What follows belongs to an exercise in optimizing a design on an open flow for small area, a short achievable clock period and few clock cycles; a production flow would make more cautious choices. The RTL was checked by simulation tests, not by an equivalence proof against the original design. Power is estimated from default activity; no workload was simulated.

red:
// conv_feeder
module conv_feeder (
	input  logic        clk,
	input  logic        rst,
	input  logic        i_start,
	input  logic [5:0]  i_cols,
	input  logic [5:0]  i_rows,
	input  logic        i_stride,
	input  logic        i_valid,
	input  logic [31:0] i_data,
	output logic        o_full,
	output logic        o_valid,
	output logic [31:0] o_lane_data,
	output logic        o_done
);
Settings: LEC_CHECK=0, CAP_MARGIN=20, CORE_MARGIN=2, CORE_UTILIZATION=40, CTS_BUF_LIST=sky130_fd_sc_hd__clkbuf_4 sky130_fd_sc_hd__clkbuf_8 sky130_fd_sc_hd__clkbuf_16, CTS_CLUSTER_SIZE=24, SETUP_SLACK_MARGIN=3.5, SLEW_MARGIN=20; clock period 6.0 ns.
run.sh (not shown) runs the stock make flow with config.mk's settings and CLKGATE_MAP_FILE= SYNTH_SCRIPT=/design/flow/synth_recipe.tcl, a recipe that flattens the netlist after the stock synthesis.
red | status: complete | timing, DRC, antenna: pass
Testbench counts of red, summed over its fixed seeds: cycles 114,913.
For blue, these inputs were changed with respect to red:
# red
export LEC_CHECK = 0
export CAP_MARGIN = 20
export CORE_MARGIN = 2
export CORE_UTILIZATION = 40
export CTS_BUF_LIST = sky130_fd_sc_hd__clkbuf_4 sky130_fd_sc_hd__clkbuf_8 sky130_fd_sc_hd__clkbuf_16
export CTS_CLUSTER_SIZE = 24
export SETUP_SLACK_MARGIN = 3.5
export SLEW_MARGIN = 20
create_clock -name core_clock -period 6.0 [get_ports {clk}]
# blue
export LEC_CHECK = 0
export CAP_MARGIN = 20
export CORE_MARGIN = 2
export CORE_UTILIZATION = 40
export CTS_CLUSTER_DIAMETER = 120
export CTS_CLUSTER_SIZE = 30
export SETUP_SLACK_MARGIN = 3.5
export SLEW_MARGIN = 20
create_clock -name core_clock -period 6.0 [get_ports {clk}]
## What came out
In blue, the count of antenna diodes in the layout came out 2 above the value in red. In blue the share of cell area taken by flip-flops and latches turned out 4.8 points higher than in red. Register-to-register slack of blue is on par with red. Delta(total number of H-tree levels, blue - red) < 0. Between blue and red, the reported leakage power is higher for red. Vias: blue below red.
#### Input delta (green over blue)
# blue
export LEC_CHECK = 0
export CAP_MARGIN = 20
export CORE_MARGIN = 2
export CORE_UTILIZATION = 40
export CTS_CLUSTER_DIAMETER = 120
export CTS_CLUSTER_SIZE = 30
export SETUP_SLACK_MARGIN = 3.5
export SLEW_MARGIN = 20
create_clock -name core_clock -period 6.0 [get_ports {clk}]
# green
export LEC_CHECK = 0
export CAP_MARGIN = 20
export CORE_MARGIN = 2
export CORE_UTILIZATION = 40
export CTS_CLUSTER_DIAMETER = 100
export CTS_CLUSTER_SIZE = 34
export SETUP_SLACK_MARGIN = 3.5
export SLEW_MARGIN = 20
create_clock -name core_clock -period 6.0 [get_ports {clk}]
[summary]
Re via count: green is 198 down on blue. blue → green: worst setup slack did not really move, smallest hold slack has decreased.


Starting RTL as in the previous note.
Settings: LEC_CHECK=0, CAP_MARGIN=20, CORE_MARGIN=2, CORE_UTILIZATION=40, SETUP_SLACK_MARGIN=3.5, SLEW_MARGIN=20; clock period 6.0 ns.
Testbench counts at the start, summed over its fixed seeds: cycles 114,913.
Edit:
SETUP_SLACK_MARGIN = 4.0   (was 3.5)
The changed run completed without violations.
First-iteration DRC count came out higher by about 33%.
Via count came out higher by 6.4%.
Synthesized area is unchanged.
Wire length came out higher by about 17%.
Critical path depth came out lower by 1.
Fmax came out higher by 2.1%.
Utilization came out higher by 2.8 points.
Cell area came out higher by about 6%.
Worst setup slack gets better by 0.054 ns.
Edit:
CTS_BUF_LIST = sky130_fd_sc_hd__clkbuf_8   (was unset)
CTS_CLUSTER_SIZE = 30   (was unset)
SETUP_SLACK_MARGIN = 3.5   (was 4.0)
Outcome: The new run went through all stages and came out clean; sequential power hardly moves; total power went down by a few percent; worst hold slack gets worse by 0.035 ns; area after synthesis stays the same; worst setup slack gets worse by 0.17 ns; non-clock buffer count went down by 203; first-iteration DRC count went down by a quarter to a third; combinational power went down by well over a third; wire length went down by roughly a tenth; via count went down by a few percent; cell area went down by a few percent.

==> port drivers added, routing unchanged <==
The flow's constraints put no driver on any port. The routed layouts listed below were extracted and timed again, unchanged, in two steps. Step 1, drivers: a clkbuf_16 drives clk and a buf_2 each remaining input, both assumed. Step 2 also shifts input and output timing later by t, the mid clock arrival at the registers, as if the neighbouring blocks saw the same clock. Slacks: ideal / step 1 / step 2; pairs: ideal / step 1.
run	t (ns)	setup slack, ns	worst setup path after step 2	worst register clock-pin slew, ns
red	0.867	3.418 / 3.343 / 2.773	input to register	0.07 / 0.07
blue	0.801	3.462 / 3.386 / 2.793	input to register	0.12 / 0.12
green	0.786	3.462 / 3.387 / 2.807	input to register	0.12 / 0.12
the first run of note 2	0.871	3.412 / 3.336 / 2.757	input to register	0.07 / 0.07
the second run of note 2	0.883	3.466 / 3.388 / 3.153	input to register	0.07 / 0.07
the third run of note 2	1.011	3.295 / 3.222 / 2.379	input to register	0.07 / 0.07
After both steps every run listed still meets setup and hold. For the third run of note 2, which loses most, drivers alone change the setup slack by -0.073 ns; drivers and shift together by -0.916 ns.
